What follows belongs to an exercise in optimizing a design on an open flow for small area, a short achievable clock period and few clock cycles; a production flow would make more cautious choices. At most, simulation tests tie the RTL to the original design; equivalence was not proved. Power figures rest on the tool's default switching activity, not on a simulated workload.

## run E
// word_length_histogram
module word_length_histogram (
  input  logic                     clk,
  input  logic                     rst,
  input  logic                     start,
  input  wlh_pkg::in_item_t        cmd,
  output logic                     busy,
  input  logic                     cfg_wr_en,
  input  logic [wlh_pkg::BAR_W-1:0] cfg_wr_data,
  output logic                     result_strobe,
  output wlh_pkg::out_item_t       result
);
Size: about 2200 cells after synthesis, roughly 560 flip-flops, ~77 I/O pins.
make LEC_CHECK=0 CAP_MARGIN=20 CORE_MARGIN=2 CORE_UTILIZATION=40 SLEW_MARGIN=20 finish   # period 7.0 ns
run.sh (not shown) runs the stock make flow with config.mk's settings and CLKGATE_MAP_FILE= SYNTH_SCRIPT=/design/flow/synth_recipe.tcl, a recipe that flattens the netlist after the stock synthesis.
The final layout from run E, which completed every stage, passed the timing, design-rule and antenna checks at the end of the flow.
--- input diff run E..run D ---
-- flow/design.v --
<<< run E, line 79
  logic [COUNT_WIDTH-1:0] c;
  logic                   cz;
  logic                   first;
  logic [COUNT_WIDTH-1:0] r;
  logic [BAR_W-1:0]       q;
>>> run D, line 79
  logic [COUNT_WIDTH-1:0] c;
  logic                   cz;
  logic [COUNT_WIDTH-1:0] r;
  logic [BAR_W-1:0]       q;
<<< run E, line 96
  logic              load;
  logic              start_rep;
  assign load      = rep_on && (clr || (!dv_run && !we_bin));
  assign raddr     = we_bin ? len[3:0] : ld_b[3:0];
  assign rmux      = bin[raddr];
  assign start_rep = pend && !rep_on && !dv_run && !mg;
>>> run D, line 95
  logic              load;
  logic              start_rep;
  assign load      = rep_on && (clr || (!dv_run && !we_main));
  assign raddr     = load ? ld_b[3:0] : len[3:0];
  assign rmux      = bin[raddr];
  assign start_rep = pend && !rep_on && !dv_run && !mg;
<<< run E, line 200
  logic a_eot_n;
  assign a_eot_n = accept && cmd.action == ACT_REPORT;
  logic                   hb;            
  logic                   ceq;           
  logic [COUNT_WIDTH+1:0] t0, t1, t2;
  logic [1:0]             d;
  logic [BAR_W-1:0]       qn;
  logic [COUNT_WIDTH-1:0] rn;
  logic [2:0]             step_n;
  always_comb begin
    t0 = {1'b0, r, 1'b0} + (hb ? (COUNT_WIDTH+2)'(c) : '0);
    t1 = {1'b0, r, 1'b0} + (hb ? (COUNT_WIDTH+2)'(c) : '0) - (COUNT_WIDTH+2)'(peak_rep);
    t2 = {1'b0, r, 1'b0} + (hb ? (COUNT_WIDTH+2)'(c) : '0) - (COUNT_WIDTH+2)'({peak_rep, 1'b0});
    if (!t2[COUNT_WIDTH+1]) begin
      d  = 2'd2;
      rn = t2[COUNT_WIDTH-1:0];
    end else if (!t1[COUNT_WIDTH+1]) begin
      d  = 2'd1;
      rn = t1[COUNT_WIDTH-1:0];
    end else begin
      d  = 2'd0;
      rn = t0[COUNT_WIDTH-1:0];
    end
    qn = {q[BAR_W-2:0], 1'b0} + BAR_W'(d);
    step_n = load ? 3'd5 : step - 3'd1;
  end
  always_ff @(posedge clk) begin
>>> run D, line 199
  logic a_eot_n;
  assign a_eot_n = accept && cmd.action == ACT_REPORT;
  logic [COUNT_WIDTH+1:0] t, t1, t2;
  logic                   hbit;
  logic [1:0]             d;
  logic [BAR_W-1:0]       qn;
  logic [COUNT_WIDTH-1:0] rn;
  always_comb begin
    hbit = max_bar_height[step];
    t  = {1'b0, r, 1'b0} + (hbit ? (COUNT_WIDTH+2)'(c) : '0);
    t1 = t - (COUNT_WIDTH+2)'(peak_rep);
    t2 = t - (COUNT_WIDTH+2)'({peak_rep, 1'b0});
    if (t >= (COUNT_WIDTH+2)'({peak_rep, 1'b0})) begin
      d  = 2'd2;
      rn = t2[COUNT_WIDTH-1:0];
    end else if (t >= (COUNT_WIDTH+2)'(peak_rep)) begin
      d  = 2'd1;
      rn = t1[COUNT_WIDTH-1:0];
    end else begin
      d  = 2'd0;
      rn = t[COUNT_WIDTH-1:0];
    end
    qn = {q[BAR_W-2:0], 1'b0} + BAR_W'(d);
  end
  always_ff @(posedge clk) begin
<<< run E, line 229
      ovf_rep  <= ovf;
    end
    if (load || dv_run) begin
      hb <= max_bar_height[step_n];
    end
    if (load) begin
      c     <= rmux;
      r     <= max_bar_height[6] ? rmux : '0;
      q     <= '0;
      step  <= 3'd5;
      out_b <= ld_b;
      first <= 1'b1;
    end else if (dv_run) begin
      r     <= rn;
      step  <= step - 3'd1;
      first <= 1'b0;
      if (first) begin
        cz  <= (c == '0);
        ceq <= (c == peak_rep);
      end
      if (step != 3'd0) begin
        q <= qn;
      end else if (cz) begin
        q <= '0;
      end else if (ceq) begin
        q <= (max_bar_height == '0) ? BAR_W'(1) : max_bar_height;
      end else begin
        q <= (qn == '0) ? BAR_W'(1) : qn;
>>> run D, line 226
      ovf_rep  <= ovf;
    end
    if (load) begin
      c     <= rmux;
      cz    <= (rmux == '0);
      r     <= '0;
      q     <= '0;
      step  <= 3'd6;
      out_b <= ld_b;
    end else if (dv_run) begin
      r    <= rn;
      step <= step - 3'd1;
      if (step != 3'd0) begin
        q <= qn;
      end else if (cz) begin
        q <= '0;
      end else begin
        q <= (qn == '0) ? BAR_W'(1) : qn;
## What came out
No stage failed in run D, and the final checks on the layout all came back clean.
Relative to run E, run D improves power in the clock group.
Of run D and run E, the lower area fraction in compound gates after synthesis belongs to run E.
Summary of run D over run E: arrival time at the worst endpoint moved up; logic gate share of total power moved down.
Sequential share of layout area in run D is 0.45 points higher than in run E
Peak fanout along the critical path in run D vs run E: up 15
Portion of the clock cycle consumed by the worst path in the final layout for run D: 5.8 points up relative to run E
Testbench counts of run D, summed over its fixed seeds: cycles 37,689.
Function not checked in run E: the RTL went through the layout flow alone.

---

Another version of the RTL of word_length_histogram (not shown whole).
Size: ~2500 cells after synthesis, ~590 flip-flops, about 77 I/O pins, roughly 0.029 mm^2 of cells after synthesis.
==> flow/config.mk <==
export PLATFORM = sky130hd
export DESIGN_NAME = word_length_histogram
export DESIGN_NICKNAME = word_length_histogram
export VERILOG_FILES = /design/flow/design.v
export SDC_FILE = /design/flow/constraint.sdc
export NUM_CORES = 4
export LEC_CHECK = 0
export CAP_MARGIN = 20
export CORE_MARGIN = 2
export CORE_UTILIZATION = 40
export SETUP_SLACK_MARGIN = 4.5
export SLEW_MARGIN = 20
export TNS_END_PERCENT = 5
==> flow/constraint.sdc <==
create_clock -name core_clock -period 7.0 [get_ports {clk}]
set_input_delay 1.4000 -clock core_clock [delete_from_list [all_inputs] [get_ports {clk}]]
set_output_delay 1.4000 -clock core_clock [all_outputs]
set_load 0.01 [all_outputs]
standard.sh (not shown) runs the stock make flow with config.mk's settings and CLKGATE_MAP_FILE= SYNTH_SCRIPT=/design/flow/synth_recipe.tcl, a recipe that flattens the netlist after the stock synthesis.
==> flow/flow/run.sh <==
#!/bin/bash
# Standard layout, with two changes to how it is made: the port buffers are
# buf_4 cells instead of the default pick, and timing repair may resize a
# cell into any footprint. Everything else is the standard.sh.
set -euo pipefail
bash standard.sh MATCH_CELL_FOOTPRINT=0 "BUFFER_PORTS_ARGS=-buffer_cell sky130_fd_sc_hd__buf_4" finish > standard_flow.log 2>&1
Testbench counts at the start, summed over its fixed seeds: cycles 35,346.
Edit:
--- a/flow/design.v
+++ b/flow/design.v
@@ -140,19 +140,19 @@
       if ((wr_pend && wr_b == BIN_AW'(b)) || (mg && mg_b == BIN_AW'(b))) begin
         bin[b] <= wdata;
       end
     end
   end
   logic side_full;
   always_comb begin
     side_full = 1'b0;
     for (int b = 0; b < NUM_BINS; b++) begin
-      if (side[b] == '1 && !(mg && mg_b == BIN_AW'(b))) side_full = 1'b1;
+      if (side[b] == '1) side_full = 1'b1;
       if (we_bin && side_cls && len[3:0] == BIN_AW'(b) && side[b] == SIDE_W'(2)) side_full = 1'b1;
     end
   end
   always_ff @(posedge clk) begin
     for (int b = 0; b < NUM_BINS; b++) begin
       if (mg && mg_b == BIN_AW'(b)) begin
         side[b] <= '0;
       end else if (we_bin && side_cls && len[3:0] == BIN_AW'(b)) begin
         side[b] <= side[b] + SIDE_W'(1);
@@ -254,19 +254,19 @@
     end else begin
       pend          <= pend_n;
       st            <= pend_n && !rep_on_n && !cf_n && !dv_run_n && !mg_n;
       rep_on        <= rep_on_n;
       clr           <= clr_n;
       mg            <= mg_n;
       mgc           <= pf && clr;
       cf            <= cf_n;
       dv_run        <= dv_run_n;
-      busy          <= clr_n || (pf && clr) || side_full || ((a_eot_n || pend_n) &&
+      busy          <= clr_n || side_full || ((a_eot_n || pend_n) &&
                          (rep_on_n || cf_n || dv_run_n || mg_n || (a_eot_n && pend_n)));
       result_strobe <= last || fast;
       ld_b          <= ld_b_n;
     end
   end
   always_ff @(posedge clk) begin
     if (pf) begin
       mg_b    <= ld_b[3:0];
       mg_side <= side[ld_b[3:0]];
@@ -279,19 +279,18 @@
       cfast <= (rmux == '0) || (rmux == peak);
     end
   end
   logic [DW-1:0]          da, t0, t1, t2;
   logic [BAR_W-1:0]       qn, qd0, qd1, qd2;
   logic [BAR_W-2:0]       q_inc;
   logic [COUNT_WIDTH-1:0] r01, r2, r_early;
   logic                   hb;            
   logic [DW-1:0]          e1x, e2x;
-  logic [COUNT_WIDTH-1:0] hcv;
   logic [COUNT_WIDTH:0]   e1;
   logic [COUNT_WIDTH+1:0] e2;
   function automatic logic [BAR_W-1:0] qfix(input logic [BAR_W-1:0] v);
     if (step == 3'd0 && v == '0) qfix = BAR_W'(1);
     else                         qfix = v;
   endfunction
   always_comb begin
     da = {2'b00, r, 1'b0};
     t0 = add23(da, {3'b000, w0}, 1'b0);
@@ -300,36 +299,35 @@
     q_inc   = q[BAR_W-2:0] + (BAR_W-1)'(1);
     qd0     = qfix({q[BAR_W-2:0], 1'b0});
     qd1     = qfix({q[BAR_W-2:0], 1'b1});
     qd2     = qfix({q_inc, 1'b0});
     qn      = t2[DW-1] ? (t1[DW-1] ? qd0 : qd1) : qd2;
     r_early = start_div ? (max_bar_height[6] ? c : '0) : c;
     r01     = (start_div || last || fast) ? r_early :
               (t1[DW-1] ? t0[COUNT_WIDTH-1:0] : t1[COUNT_WIDTH-1:0]);
     r2      = (start_div || last || fast) ? r_early : t2[COUNT_WIDTH-1:0];
-    hcv   = hb ? c : '0;
-    e1x   = add23({3'b000, hcv}, ~{3'b000, peak}, 1'b1);
-    e2x   = add23({3'b000, hcv}, ~{2'b00, peak, 1'b0}, 1'b1);
+    e1x   = add23({3'b000, c}, ~{3'b000, peak}, 1'b1);
+    e2x   = add23({3'b000, c}, ~{2'b00, peak, 1'b0}, 1'b1);
     e1    = e1x[COUNT_WIDTH:0];
     e2    = e2x[COUNT_WIDTH+1:0];
   end
   logic [2:0] step_nx, hb_idx;
   always_comb begin
     if (start_div)   step_nx = 3'd5;
     else if (dv_run) step_nx = step - 3'd1;
     else             step_nx = step;
     hb_idx = (cf_n && !dv_run_n) ? 3'd5 : step_nx - 3'd1;
   end
   always_ff @(posedge clk) begin
     r  <= t2[DW-1] ? r01 : r2;
-    w0 <= hcv;
-    w1 <= e1;
-    w2 <= e2;
+    w0 <= hb ? c : '0;
+    w1 <= hb ? e1 : -{1'b0, peak};
+    w2 <= hb ? e2 : -{1'b0, peak, 1'b0};
     hb <= max_bar_height[hb_idx];
     if (fast) begin
       q     <= cz ? '0 : (max_bar_height == '0) ? BAR_W'(1) : max_bar_height;
       out_b <= cb;
     end else if (start_div) begin
       q     <= '0;
       step  <= 3'd5;
       out_b <= cb;
     end else if (dv_run) begin
Outcome: The changed run finished clean; design area goes up by 1.6%; via count came out higher by 0.39%; clock power grows by about 3%; worst hold slack gets better by 0.0037 ns; combinational power drops by 33%; clock-buffer cell count climbs by 23; critical path depth goes up by 3; total power fell by 12%; core utilization shrinks by 0.29 points; wire length increases by 0.72%; setup slack got worse by 0.074 ns; global-route usage drops by 0.23 points; die area rises by 2.3%; cell count goes up by 0.75%.
Function not checked in the second run of this note: the RTL went through the layout flow alone.

---

word_length_histogram again, from the RTL that the note above started with.
Settings: LEC_CHECK=0, ABC_AREA=1, CAP_MARGIN=20, CORE_MARGIN=2, CORE_UTILIZATION=40, PLACE_DENSITY=0.8, SETUP_SLACK_MARGIN=4.5, SLEW_MARGIN=20, TNS_END_PERCENT=5; clock period 7.0 ns.
Scripts as last shown in full above: flow/flow/run.sh
The first run completed with no timing, DRC or antenna violations.
Testbench counts at the start, summed over its fixed seeds: cycles 35,346.
==> next run, changes <==
--- a/flow/design.v
+++ b/flow/design.v
@@ -81,24 +81,25 @@
       a_char <= a_char_n;
       a_sep  <= a_sep_n;
       a_eot  <= a_eot_n;
     end
   end
   logic [BAR_W-1:0]       max_bar_height;
   logic [4:0]             len;           
   logic [COUNT_WIDTH-1:0] ovf;
   logic [OVS_W-1:0]       ovf_side;      
   logic                   ovf_mode;      
   logic [COUNT_WIDTH-1:0] peak;          
   logic [PKS_W-1:0]       pk_side;       
+  logic                   pk_up;         
   logic [COUNT_WIDTH-1:0] bin  [NUM_BINS];    
   logic [SIDE_W-1:0]      side [NUM_BINS];
   logic                   wr_pend;
   logic [BIN_AW-1:0]      wr_b;
   logic [COUNT_WIDTH-1:0] rd_data;
   logic [BIN_AW-1:0]      raddr;
   logic                   pend;          
   logic                   st;            
   logic                   rep_on;        
   logic                   clr;           
   logic [4:0]             ld_b;          
   logic                   mg;            
@@ -192,46 +193,48 @@
     end
   end
   always_ff @(posedge clk) begin
     if (rst) begin
       len      <= '0;
       ovf      <= '0;
       ovf_side <= '0;
       ovf_mode <= 1'b0;
       wr_pend  <= 1'b0;
       raddr    <= BIN_AW'(1);
       peak     <= '0;
       pk_side  <= '0;
+      pk_up    <= 1'b0;
     end else begin
       len     <= len_n;
       wr_pend <= we_main;
       raddr   <= a_sep_n ? len_n[3:0] : ld_b_n[3:0];
       if (ovf_end) begin
         ovf      <= COUNT_WIDTH'(ovf_side) + COUNT_WIDTH'(we_ovf);
         ovf_side <= '0;
       end else if (we_ovf) begin
         if (ovf_mode) ovf_side <= ovf_side + OVS_W'(1);
         else          ovf <= sat_inc(ovf);
       end
       if (st) begin
         ovf_mode <= 1'b1;
       end else if (ovf_end) begin
         ovf_mode <= 1'b0;
       end
+      pk_up <= !ovf_mode && wr_pend && rd_data == peak;
       if (ovf_end) begin
         peak    <= COUNT_WIDTH'(pk_side_n);
         pk_side <= '0;
       end else begin
         pk_side <= pk_side_n;
-        if (!ovf_mode && wr_pend && rd_data == peak) peak <= inc_val;
+        if (pk_up) peak <= sat_inc(peak);
       end
     end
   end
   logic pend_n, rep_on_n, dv_run_n, mg_n, clr_n, cf_n;
   always_comb begin
     pend_n   = (pend && !st) || a_eot;
     rep_on_n = st || (rep_on && !(pf && ld_b == 5'd16));
     clr_n    = clr && !(pf && ld_b == 5'd16);
     mg_n     = pf;
     cf_n     = (pf && !clr) || (cf && !start_div && !fast);
     dv_run_n = start_div || (dv_run && !last);
     if (st) ld_b_n = 5'd1;
Effect: The changed run finished clean. Global-route usage shrinks by 1.3 points. Wire length shrinks by 4.2%. Core utilization shrinks by 1.2 points. Total power shrinks by 3.5%. Setup slack loses 53 ps.
Testbench counts after the change, summed over its fixed seeds: cycles 35,346.

-- what the ideal ports hide --
How much do the figures lean on ideal ports? The routed layouts below were timed once more, with nothing changed but the port constraints. Step 1, drivers: a clkbuf_16 drives clk and a buf_2 each remaining input, both assumed. Step 2 moves the port delays by t, midway between the first and last clock arrival at a register: inputs arrive t later, outputs are due t later. That takes back most of the time a late clock gives input paths. a / b / c = ideal ports / drivers / drivers and shift; a / b = the first two.
run | t, ns | slack for setup (ns) | pins driven straight from the clock port
run E | 0.680 | 0.939 / 0.939 / 0.939 | 1
run D | 0.673 | 0.533 / 0.533 / 0.533 | 1
the first run of note 2 | 0.695 | 4.039 / 4.039 / 3.938 | 1
the second run of note 2 | 0.670 | 3.965 / 3.965 / 3.623 | 1
the first run of note 3 | 0.700 | 4.281 / 4.218 / 3.807 | 1
the second run of note 3 | 0.712 | 4.228 / 4.198 / 3.825 | 1
After both steps every run listed still meets setup and hold. For the first run of note 3, which loses most, drivers alone change the setup slack by -0.063 ns; drivers and shift together by -0.474 ns.
